What follows belongs to an exercise in optimizing a design on an open flow for small area, a short achievable clock period and few clock cycles per item; a production flow would make more cautious choices. Only simulation tests tie the RTL to the original design; equivalence was not proved. No activity file was given, so power comes from the tool's default toggle rates.

$ cat design/flow/design.v
package kit_pkg;
  localparam int CAPACITY = 64;
  localparam int IDX_W    = (CAPACITY > 1) ? $clog2(CAPACITY) : 1;
  localparam int CNT_W    = $clog2(CAPACITY + 1);
  typedef enum logic [1:0] {
    CMD_INSERT   = 2'd0,
    CMD_REMOVE   = 2'd1,
    CMD_LOOKUP   = 2'd2,
    CMD_CHEAPEST = 2'd3
  } cmd_t;
  typedef enum logic [2:0] {
    ST_OK       = 3'd0,
    ST_FULL     = 3'd1,
    ST_DUP      = 3'd2,
    ST_EMPTY    = 3'd3,
    ST_NOTFOUND = 3'd4,
    ST_INSTOCK  = 3'd5
  } status_t;
  typedef enum logic [1:0] {
    S_IDLE,
    S_SCAN,
    S_FINISH
  } state_t;
  typedef struct packed {
    logic signed [31:0] key;
    logic [15:0]        qty;
    logic [31:0]        price;
  } entry_t;
  typedef struct packed {
    logic             rotate;
    logic             load;
    logic             compact;
    logic [CNT_W-1:0] idx;
  } cell_ctl_t;
endpackage
module kit_cell (
  input  logic               clk,
  input  kit_pkg::cell_ctl_t ctl,
  input  logic [kit_pkg::IDX_W-1:0] idx,
  input  kit_pkg::entry_t    right,
  input  kit_pkg::entry_t    fresh,
  output kit_pkg::entry_t    q
);
  localparam int CAPACITY = kit_pkg::CAPACITY;
  localparam int IDX_W    = kit_pkg::IDX_W;
  localparam int CNT_W    = kit_pkg::CNT_W;
  logic load_hit;
  logic shift;
  assign load_hit = ctl.load && (CNT_W'(idx) == ctl.idx);
  assign shift    = ctl.rotate || (ctl.compact && (CNT_W'(idx) >= ctl.idx));
  always_ff @(posedge clk) begin
    if (load_hit) begin
      q <= fresh;
    end else if (shift) begin
      q <= right;
    end
  end
endmodule
module kit_ctrl (
  input  logic               clk,
  input  logic               rst,
  input  logic               req_valid,
  output logic               req_ready,
  input  logic [1:0]         req_command,
  input  logic [31:0]        req_item_key,
  input  logic [15:0]        req_item_quantity,
  input  logic [31:0]        req_item_price,
  output logic               rsp_valid,
  input  logic               rsp_ready,
  output logic [2:0]         rsp_status,
  output logic [31:0]        rsp_found_key,
  output logic [15:0]        rsp_found_quantity,
  output logic [31:0]        rsp_found_price,
  output logic [6:0]         rsp_entry_count,
  input  kit_pkg::entry_t    head,
  output kit_pkg::entry_t    fresh,
  output kit_pkg::cell_ctl_t ctl
);
  localparam int CAPACITY = kit_pkg::CAPACITY;
  localparam int IDX_W    = kit_pkg::IDX_W;
  localparam int CNT_W    = kit_pkg::CNT_W;
  typedef kit_pkg::cmd_t cmd_t;
  kit_pkg::state_t             state;
  kit_pkg::state_t             state_next;
  logic [IDX_W-1:0]   step;
  logic [CNT_W-1:0]   fill, fill_next;
  kit_pkg::cmd_t               cmd;
  logic signed [31:0] key;
  logic [15:0]        qty;
  logic [31:0]        price;
  logic               hit;
  logic [IDX_W-1:0]   pos;
  kit_pkg::entry_t             cap;
  logic               rsp_vld;
  kit_pkg::status_t            res_status;
  kit_pkg::entry_t             res_entry;
  logic [6:0]         res_count;
  logic               active;
  logic               take;
  logic               fire;
  kit_pkg::status_t            st;
  logic               give;
  logic [CNT_W+6:0]   cnt_wide;
  assign fresh  = {key, qty, price};
  assign active = CNT_W'(step) < fill;
  assign take   = active && ((cmd == kit_pkg::CMD_CHEAPEST) ?
                  ((step == '0) || (head.price < cap.price)) :
                  (!hit && (head.key == key)));
  assign fire   = !rsp_vld || rsp_ready;
  assign req_ready          = (state == kit_pkg::S_IDLE);
  assign rsp_valid          = rsp_vld;
  assign rsp_status         = res_status;
  assign rsp_found_key      = res_entry.key;
  assign rsp_found_quantity = res_entry.qty;
  assign rsp_found_price    = res_entry.price;
  assign rsp_entry_count    = res_count;
  assign cnt_wide           = {7'd0, fill_next};
  always_comb begin
    state_next  = state;
    fill_next   = fill;
    ctl         = '0;
    st          = kit_pkg::ST_OK;
    give        = 1'b0;
    case (cmd)
      kit_pkg::CMD_INSERT: begin
        if (fill == CNT_W'(CAPACITY)) begin
          st = kit_pkg::ST_FULL;
        end else if (hit) begin
          st = kit_pkg::ST_DUP;
        end
      end
      kit_pkg::CMD_REMOVE: begin
        if (fill == '0) begin
          st = kit_pkg::ST_EMPTY;
        end else if (!hit) begin
          st = kit_pkg::ST_NOTFOUND;
        end else if (cap.qty != '0) begin
          st = kit_pkg::ST_INSTOCK;
        end
      end
      kit_pkg::CMD_LOOKUP: begin
        if (!hit) begin
          st = kit_pkg::ST_NOTFOUND;
        end else begin
          give = 1'b1;
        end
      end
      default: begin
        if (fill == '0) begin
          st = kit_pkg::ST_EMPTY;
        end else begin
          give = 1'b1;
        end
      end
    endcase
    case (state)
      kit_pkg::S_IDLE: begin
        if (req_valid) begin
          state_next = kit_pkg::S_SCAN;
        end
      end
      kit_pkg::S_SCAN: begin
        ctl.rotate = 1'b1;
        if (step == IDX_W'(CAPACITY - 1)) begin
          state_next = kit_pkg::S_FINISH;
        end
      end
      kit_pkg::S_FINISH: begin
        if (fire) begin
          state_next = kit_pkg::S_IDLE;
          if (st == kit_pkg::ST_OK && cmd == kit_pkg::CMD_INSERT) begin
            ctl.load  = 1'b1;
            ctl.idx   = fill;
            fill_next = fill + 1'b1;
          end else if (st == kit_pkg::ST_OK && cmd == kit_pkg::CMD_REMOVE) begin
            ctl.compact = 1'b1;
            ctl.idx     = CNT_W'(pos);
            fill_next   = fill - 1'b1;
          end
        end
      end
      default: begin
        state_next = kit_pkg::S_IDLE;
      end
    endcase
  end
  always_ff @(posedge clk) begin
    if (rst) begin
      state     <= kit_pkg::S_IDLE;
      fill      <= '0;
      rsp_vld   <= 1'b0;
    end else begin
      state <= state_next;
      fill  <= fill_next;
      if (state == kit_pkg::S_FINISH && fire) begin
        rsp_vld   <= 1'b1;
      end else if (rsp_ready) begin
        rsp_vld   <= 1'b0;
      end
    end
  end
  always_ff @(posedge clk) begin
    if (state == kit_pkg::S_IDLE && req_valid) begin
      cmd   <= cmd_t'(req_command);
      key   <= req_item_key;
      qty   <= req_item_quantity;
      price <= req_item_price;
      hit   <= 1'b0;
      step  <= '0;
    end else if (state == kit_pkg::S_SCAN) begin
      step <= step + 1'b1;
      if (take) begin
        hit <= 1'b1;
        pos <= step;
        cap <= head;
      end
    end
    if (state == kit_pkg::S_FINISH && fire) begin
      res_status <= st;
      res_entry  <= give ? cap : '0;
      res_count  <= cnt_wide[6:0];
    end
  end
endmodule
module keyed_item_table (
  input  logic        clk,
  input  logic        rst,
  input  logic        req_valid,
  output logic        req_ready,
  input  logic [1:0]  req_command,
  input  logic [31:0] req_item_key,
  input  logic [15:0] req_item_quantity,
  input  logic [31:0] req_item_price,
  output logic        rsp_valid,
  input  logic        rsp_ready,
  output logic [2:0]  rsp_status,
  output logic [31:0] rsp_found_key,
  output logic [15:0] rsp_found_quantity,
  output logic [31:0] rsp_found_price,
  output logic [6:0]  rsp_entry_count
);
  localparam int CAPACITY = kit_pkg::CAPACITY;
  localparam int IDX_W    = kit_pkg::IDX_W;
  localparam int CNT_W    = kit_pkg::CNT_W;
  localparam int EW = 80;
  logic [CAPACITY*EW-1:0] cells;
  kit_pkg::entry_t    fresh;
  kit_pkg::cell_ctl_t ctl;
  kit_ctrl u_ctrl (
    .clk                (clk),
    .rst                (rst),
    .req_valid          (req_valid),
    .req_ready          (req_ready),
    .req_command        (req_command),
    .req_item_key       (req_item_key),
    .req_item_quantity  (req_item_quantity),
    .req_item_price     (req_item_price),
    .rsp_valid          (rsp_valid),
    .rsp_ready          (rsp_ready),
    .rsp_status         (rsp_status),
    .rsp_found_key      (rsp_found_key),
    .rsp_found_quantity (rsp_found_quantity),
    .rsp_found_price    (rsp_found_price),
    .rsp_entry_count    (rsp_entry_count),
    .head               (cells[EW-1:0]),
    .fresh              (fresh),
    .ctl                (ctl)
  );
  for (genvar i = 0; i < CAPACITY; i++) begin : g_cell
    kit_cell u_cell (
      .clk   (clk),
      .ctl   (ctl),
      .idx   (IDX_W'(i)),
      .right (cells[((i + 1) % CAPACITY)*EW +: EW]),
      .fresh (fresh),
      .q     (cells[i*EW +: EW])
    );
  end
endmodule
$ cat design/flow/run.sh
#!/bin/bash
# synth_recipe.tcl (not shown) runs the flow's synth.tcl, then flattens the netlist and writes it again
# the make line also repeats each setting of config.mk as NAME=value (left out here)
make -C /OpenROAD-flow-scripts/flow DESIGN_CONFIG=/design/flow/config.mk WORK_HOME=/design/flow/orfs CLKGATE_MAP_FILE= SYNTH_SCRIPT=/design/flow/synth_recipe.tcl finish
$ cat design/flow/config.mk
export PLATFORM = sky130hd
export DESIGN_NAME = keyed_item_table
export DESIGN_NICKNAME = keyed_item_table
export VERILOG_FILES = /design/flow/design.v
export SDC_FILE = /design/flow/constraint.sdc
export NUM_CORES = 4
export LEC_CHECK = 0
export CAP_MARGIN = 20
export CORE_MARGIN = 2
export CORE_UTILIZATION = 45
export SLEW_MARGIN = 20
$ cat design/flow/constraint.sdc
create_clock -name core_clock -period 8.0 [get_ports {clk}]
set_input_delay 1.6000 -clock core_clock [delete_from_list [all_inputs] [get_ports {clk}]]
set_output_delay 1.6000 -clock core_clock [all_outputs]
set_load 0.01 [all_outputs]
==> notes.md, run 1 <==
Die H=717 um; RD Place Congestion=0.888; Arr. time, crit path=7.06 ns; CTS Sinks=5395; kind of critical path=reg2reg; data required time of the critical path=8.66 ns; synth top area cells=edfxtp_1 71%, mux2_2 24%, buf_2 1.0%, clkbuf_1 0.98%, mux2_4 0.53%; core footprint=0.506 mm^2; number of H-tree levels=6; total CTS buffers=576; Yosys cell types=71; initial core utilization=0.452; Max IR drop VDD=254 uV; GRT overflow=0; placed inst area=0.239 mm^2; EDFF count, synth=5378; Routed Antenna Nets=0; hold buffer count at CTS=0; root buf cell=clkbuf_16; P per Cell Area=247 mW/mm^2; gr usage total=0.244; period utilization=0.800; unrepaired setup endpoints after global routing=false; CTS tree=done; CP Launch Type=flip-flop; sequential area share after synthesis=0.708; Worst Path Buf+Inv=2; Synth Register Bits=5395; worst-path maximum fanout=45; final period demand of the worst path=6.40 ns; status=finished clean; actual slew at the worst max-slew pin=1.21 ns; Fmax=156 MHz; Async SR Flop Fraction=0; syn_nets=12400; Commonest cells post-synth=5378 x edfxtp_1, 4937 x mux2_2, 600 x clkbuf_1; DR iter-0 viols=12700; P_leak=86.8 nW; HPWL after DPL=381000 um; FILL cells=40000; final wirelength=637000 um; Die ar.=0.514 mm^2; I/O pin total=178; Synth warnings=2; Cell Rows=261; Synth Flop Type=edfxtp_1; DR vias/cell=5.89; CP max stage cell=nor2b_1; port buffer count=177; vias in the first global route=118000; crit path cell chain=nor2b_1 -> nand2_1 -> o211a_1 -> and4_1 -> buf_4 -> a22oi_4 -> and3_1 -> nand2_4 -> nand3_4 -> buf_4; P&R area growth vs syn=12.5%; via count=115000; number of post-CTS setup repair buffers=0; max cap viols=0; clock skew=0.118 ns; post-route cell area=0.257 mm^2; family with the most delay on the worst path=simple AND/OR/NAND/NOR gates; hold crit path type=reg2reg; first-pass GRT wire length=904000 um; Hold Vio Cnt, Final=0; clock latency (worst-skew pair)=1.11 ns; Finished Layout Cells=19500; initial antenna violation count=61; CP max stage delay=0.85 ns; cell repeated most along the worst path=buf_4; cts repair resizes=0; Die Wd=717 um; DR DRC count=0; most frequent cell after synthesis=edfxtp_1; DP Cell Count=18400; post-synth top area cell=edfxtp_1; DR pass1 iterations=5; Mean Syn Cell Area=18.6 um^2; Max Slew Vio Count=0; clk buf depth=4; Syn Inst Count=12300; Final setup viols=0; Slew headroom=0.195; Syn Std Cell Area=0.229 mm^2; final net count=12400; layout cells sized above 1=0.495; WL/cell=32.7 um; Setup crit end kind=flip-flop; clock slew at reported path FFs=0.06 ns; top cell type's share of synthesized area=0.706; largest net degree at the start of global routing=81
[layout by cell type (no fill, tap or decap), types with 6 or more instances in the layout]
cell type	count
edfxtp_1	5378
o211ai_1	14
inv_1	44
ha_1	40
dfxtp_1	17
a21o_1	12
clkbuf_1	142
buf_12	73
bufinv_16	34
and2_1	84
nor2_1	39
xor2_1	18
diode_2	30
o21ai_4	15
clkinv_16	12
mux2_2	4937
inv_6	10
nand2_1	29
nor2b_1	10
nand3_4	28
nor3_1	9
mux2_4	80
buf_4	305
clkbuf_16	586
clkinv_2	83
and3_1	14
nor4_1	10
clkdlybuf4s50_1	177
mux2_1	103
nand2_4	45
nor2_2	6
clkinv_1	127
inv_16	13
nand4_1	20
nand3_1	26
o21ai_0	20
a21oi_1	37
clkinv_8	13
xnor2_1	23
[power breakdown]
group	internal, W	switching (W)
sequential	0.0332	0.000607
combinational	0.00128	0.00252
clock	0.0147	0.0114
[state kept, by name, indices dropped and copies added (netlist names)]
name,flops
g_cell.u_cell.q,5120
u_ctrl.res_entry,80
u_ctrl.res_count,7
u_ctrl.cap,80
u_ctrl.res_status,3
u_ctrl.rsp_vld,1
u_ctrl.fill,7
u_ctrl.state,2
u_ctrl.hit,1
u_ctrl.key,32
u_ctrl.cmd,2
u_ctrl.price,32
u_ctrl.step,6
u_ctrl.qty,16
u_ctrl.pos,6
[cell type report]
cell class	count	area, um^2	area share
Clock inverter	301	2910	0.0113
Antenna cell	30	75.1	0.000292
Timing Repair Buffer	562	5680	0.0221
Multi-Input combinational cell	5718	63000	0.245
Sequential cell	5395	162000	0.629
Inverter	46	173	0.000671
Tap cell	6706	8390	0.0326
Clock buffer	729	15200	0.0591
[cells by family after synthesis]
logic type / Yosys count / synth area share
fa+ha+maj: 40 / 0.00219
buf+inv: 1171 / 0.0221
simple gates: 364 / 0.00866
flops: 5395 / 0.708
mux: 5121 / 0.253
xor+xnor: 41 / 0.00157
compound gates: 152 / 0.00450
[stage by stage]
step | util | hold WS (ns) | worst slack (ns) | TNS (ns) | total power [W]
after floorplan | - | 0.419 | -1.12 | -1638.83 | 0.0363
after global placement | 0.472 | 0.504 | 1.14 | 0 | 0.0381
after detailed placement | 0.473 | 0.507 | 1.08 | 0 | 0.0381
after CTS | 0.508 | 0.499 | 1.64 | 0 | 0.0640
after global routing | 0.509 | 0.498 | 1.39 | 0 | 0.0654
final | 0.509 | 0.487 | 1.60 | 0 | 0.0636
[routing by layer]
layer	up-vias	global-route usage	routed length, um
li1	48100	-	-
met1	61300	0.340	271000
met2	4430	0.389	297000
met3	909	0.0440	47200
met4	16	0.0788	22500
met5	-	0	108
[path summary, 6_finish.rpt]
path                            slack, ns                           endpoint  depth (start not counted)                             start
worst max register to register       1.60  g_cell[34].u_cell.q[33]$_DFFE_PP_                         10           u_ctrl.cmd[0]$_DFFE_PP_
worst min register to register       0.49   g_cell[0].u_cell.q[22]$_DFFE_PP_                          1  g_cell[1].u_cell.q[22]$_DFFE_PP_
worst max-delay path                 1.60  g_cell[34].u_cell.q[33]$_DFFE_PP_                         10           u_ctrl.cmd[0]$_DFFE_PP_
worst min-delay path                 0.49   g_cell[0].u_cell.q[22]$_DFFE_PP_                          1  g_cell[1].u_cell.q[22]$_DFFE_PP_
Testbench counts, summed over its fixed seeds: cycles 316,808, requests 4,800.
==> run 2: changes to the inputs <==
--- a/design/flow/config.mk
+++ b/design/flow/config.mk
@@ -8,4 +8,5 @@
 export CAP_MARGIN = 20
 export CORE_MARGIN = 2
 export CORE_UTILIZATION = 45
+export SETUP_SLACK_MARGIN = 3.0
 export SLEW_MARGIN = 20
==> notes.md, run 2 <==
status=finished clean; Die ar.=0.514 mm^2; sequential area share after synthesis=0.708; Hold EP=g_cell[4].u_cell.q[47]$_DFFE_PP_; post-layout util=0.512; post-synth top area cell=edfxtp_1; DR pass1 iterations=5; hold depth=1; Arr. time, crit path=5.69 ns; final wirelength=640000 um; P per Cell Area=244 mW/mm^2; initial antenna violation count=70; Setup Total Neg Slack=0 ns; R2R Path End=g_cell[29].u_cell.q[39]$_DFFE_PP_; Max IR drop VDD=261 uV; DR DRC count=0; largest net degree at the start of global routing=82; synth top area cells=edfxtp_1 71%, mux2_2 24%, buf_2 1.0%, clkbuf_1 0.98%, mux2_4 0.53%; number of H-tree levels=6; pre-CTS setup slack=1.70 ns; GRT overflow=0; Setup WS post-layout=3.09 ns; commonest non-fill, non-tap cells in the layout=5378 x edfxtp_1, 4937 x mux2_2, 579 x clkbuf_16; actual slew at the worst max-slew pin=1.27 ns; registers with the most flip-flops=g_cell.u_cell.q (5120), u_ctrl.cap (80), u_ctrl.res_entry (80); max cap viols=0; data required time of the critical path=8.77 ns; EDFF count, synth=5378; most flop-heavy register=g_cell.u_cell.q; unrepaired setup endpoints after global routing=true; port buffer count=177; final period demand of the worst path=4.91 ns; Async SR Flop Fraction=0; layout cells sized above 1=0.503; reg-to-reg startpoint=u_ctrl.fill[1]$_SDFF_PP0_; Commonest cells post-synth=5378 x edfxtp_1, 4937 x mux2_2, 600 x clkbuf_1; final net count=12500; Hold Path Origin=g_cell[5].u_cell.q[47]$_DFFE_PP_; Finished Layout Cells=19600; Syn Std Cell Area=0.229 mm^2; P_leak=87.5 nW; Hold Vio Cnt, Final=0; CTS Sinks=5395; most common cell after layout, fill and taps aside=edfxtp_1; Syn Inst Count=12300; most frequent cell after synthesis=edfxtp_1; Die H=717 um; initial core utilization=0.452; DP Cell Count=18400; Routed Antenna Nets=0; syn_nets=12400; CP Launch Type=flip-flop; Final setup viols=0; Yosys cell types=71; Slew headroom=0.151; R2R cell count=12; via count=116000; Mean Syn Cell Area=18.6 um^2; HPWL after DPL=378000 um; CP max stage delay=0.56 ns; vias in the first global route=118000; Setup crit end kind=flip-flop; FILL cells=39800; Power Total=0.0632 W; Worst Path Buf+Inv=3; Die Wd=717 um; RD Place Congestion=0.898; DR vias/cell=5.90; Fmax=203 MHz; Max Slew Vio Count=0; r2r setup slk=3.09 ns; core footprint=0.506 mm^2; DR iter-0 viols=12700; period utilization=0.614; Synth Register Bits=5395; clock latency (worst-skew pair)=1.10 ns; kind of critical path=reg2reg; P&R area growth vs syn=13.2%; clock skew=0.0926 ns; gr usage total=0.240; crit path cell chain=inv_1 -> ha_1 -> nor3b_4 -> a311o_1 -> a22o_1 -> inv_2 -> nor3_4 -> a32o_2 -> nand2_1 -> o21ai_4 -> nand3_4 -> buf_12; clk buf depth=4; clock slew at reported path FFs=0.07 ns; area taken by multi-input logic gates=0.0635 mm^2; I/O pin total=178; CTS tree=done; root buf cell=clkbuf_16; number of flip-flops in the largest register=5120; Seq. cell area=0.162 mm^2; total CTS buffers=574; CP max stage cell=o21ai_4; hold crit path type=reg2reg; Synth Flop Type=edfxtp_1; family with the most delay on the worst path=simple AND/OR/NAND/NOR gates; first-pass GRT wire length=896000 um; WL/cell=32.7 um; Cell Rows=261; top cell type's share of synthesized area=0.706; worst-path maximum fanout=33; Synth warnings=2
[run 2: how the worst max path moves through the flow]
stage | startpoint | cells past startpoint | endpoint | slack (ns)
4_1_cts | u_ctrl.fill[1]$_SDFF_PP0_ | 13 | g_cell[53].u_cell.q[54]$_DFFE_PP_ | 2.64
3_5_place_dp | rsp_ready | 10 | g_cell[6].u_cell.q[6]$_DFFE_PP_ | 1.70
2_1_floorplan | rsp_ready | 8 | g_cell[60].u_cell.q[0]$_DFFE_PP_ | -1.12
3_3_place_gp | rsp_ready | 11 | g_cell[28].u_cell.q[43]$_DFFE_PP_ | 1.72
5_1_grt | u_ctrl.fill[1]$_SDFF_PP0_ | 14 | g_cell[51].u_cell.q[46]$_DFFE_PP_ | 2.98
6_report | u_ctrl.fill[1]$_SDFF_PP0_ | 12 | g_cell[29].u_cell.q[39]$_DFFE_PP_ | 3.09
[run 2: cell type report]
cell class                 count  share of cell area
antenna                       22            0.000213
clock buffer                 730              0.0583
clock inverter               292              0.0102
inverter                      46            0.000667
multi-input combinational   5738               0.245
sequential                  5395               0.625
tap                         6706              0.0324
timing repair buffer         667              0.0275
[run 2: layer usage]
metal  GRT usage  vias up  share of wire
li1            -    48300              -
met1       0.336    61800           0.42
met2       0.382     4490           0.47
met3      0.0445      916          0.075
met4      0.0735       14          0.033
met5     0.00252        -        0.00042
[run 2: metrics by stage]
step / hold slack [ns] / cell area [um^2]
floorplan: 0.419 / 229000
global placement: 0.499 / 239000
detailed placement: 0.501 / 239000
CTS: 0.518 / 258000
global route: 0.528 / 259000
finish: 0.500 / 259000
[run 2: cell families after synthesis]
kind of cell,share of synthesized area
AO/OA/AOI/OAI,0.00450
XOR/XNOR,0.00157
adder cells (fa/ha/maj),0.00219
buffers and inverters,0.0221
flip-flops,0.708
multiplexers,0.253
AND/OR/NAND/NOR,0.00866
[run 2: repair_timing]
item | 4_1_cts | 5_1_grt
resized for setup | 42 | 79
hold buffers | 0 | 0
setup buffers | 25 | 59
pin swaps | 10 | 22
cloned | 3 | 20
endpoints found under the setup margin | 4275 | 4887
[run 2: power by group]
| part | switching, W | leakage [nW] | internal (W) |
|---|---|---|---|
| clock | 0.0114 | 8.66 | 0.0142 |
| combinational | 0.00252 | 28.1 | 0.00134 |
| sequential | 0.000612 | 50.7 | 0.0332 |
| total | 0.0145 | 87.5 | 0.0487 |

==> separate check: timing with driven ports <==
How much do the figures lean on ideal ports? The routed layouts below were timed once more, with nothing changed but the port constraints. Step 1, drivers: a clkbuf_16 drives clk and a buf_2 each remaining input, both assumed. Step 2, shift: input delay + t, output delay - t, t = (earliest + latest rising clock arrival at the registers) / 2. This alone moves slack from input paths to output paths. Three values: ideal, step 1, step 2; two values: the first two.
run | t, ns | setup slack, ns | worst slew at a driven data input, ns
run 1 | 1.171 | 1.598 / 1.598 / 1.149 | 0.08
run 2 | 1.171 | 3.086 / 3.086 / 2.037 | 0.05
After both steps setup and hold are still met in every run listed. For run 2, which loses most, drivers alone change the setup slack by 0.000 ns; drivers and shift together by -1.049 ns.
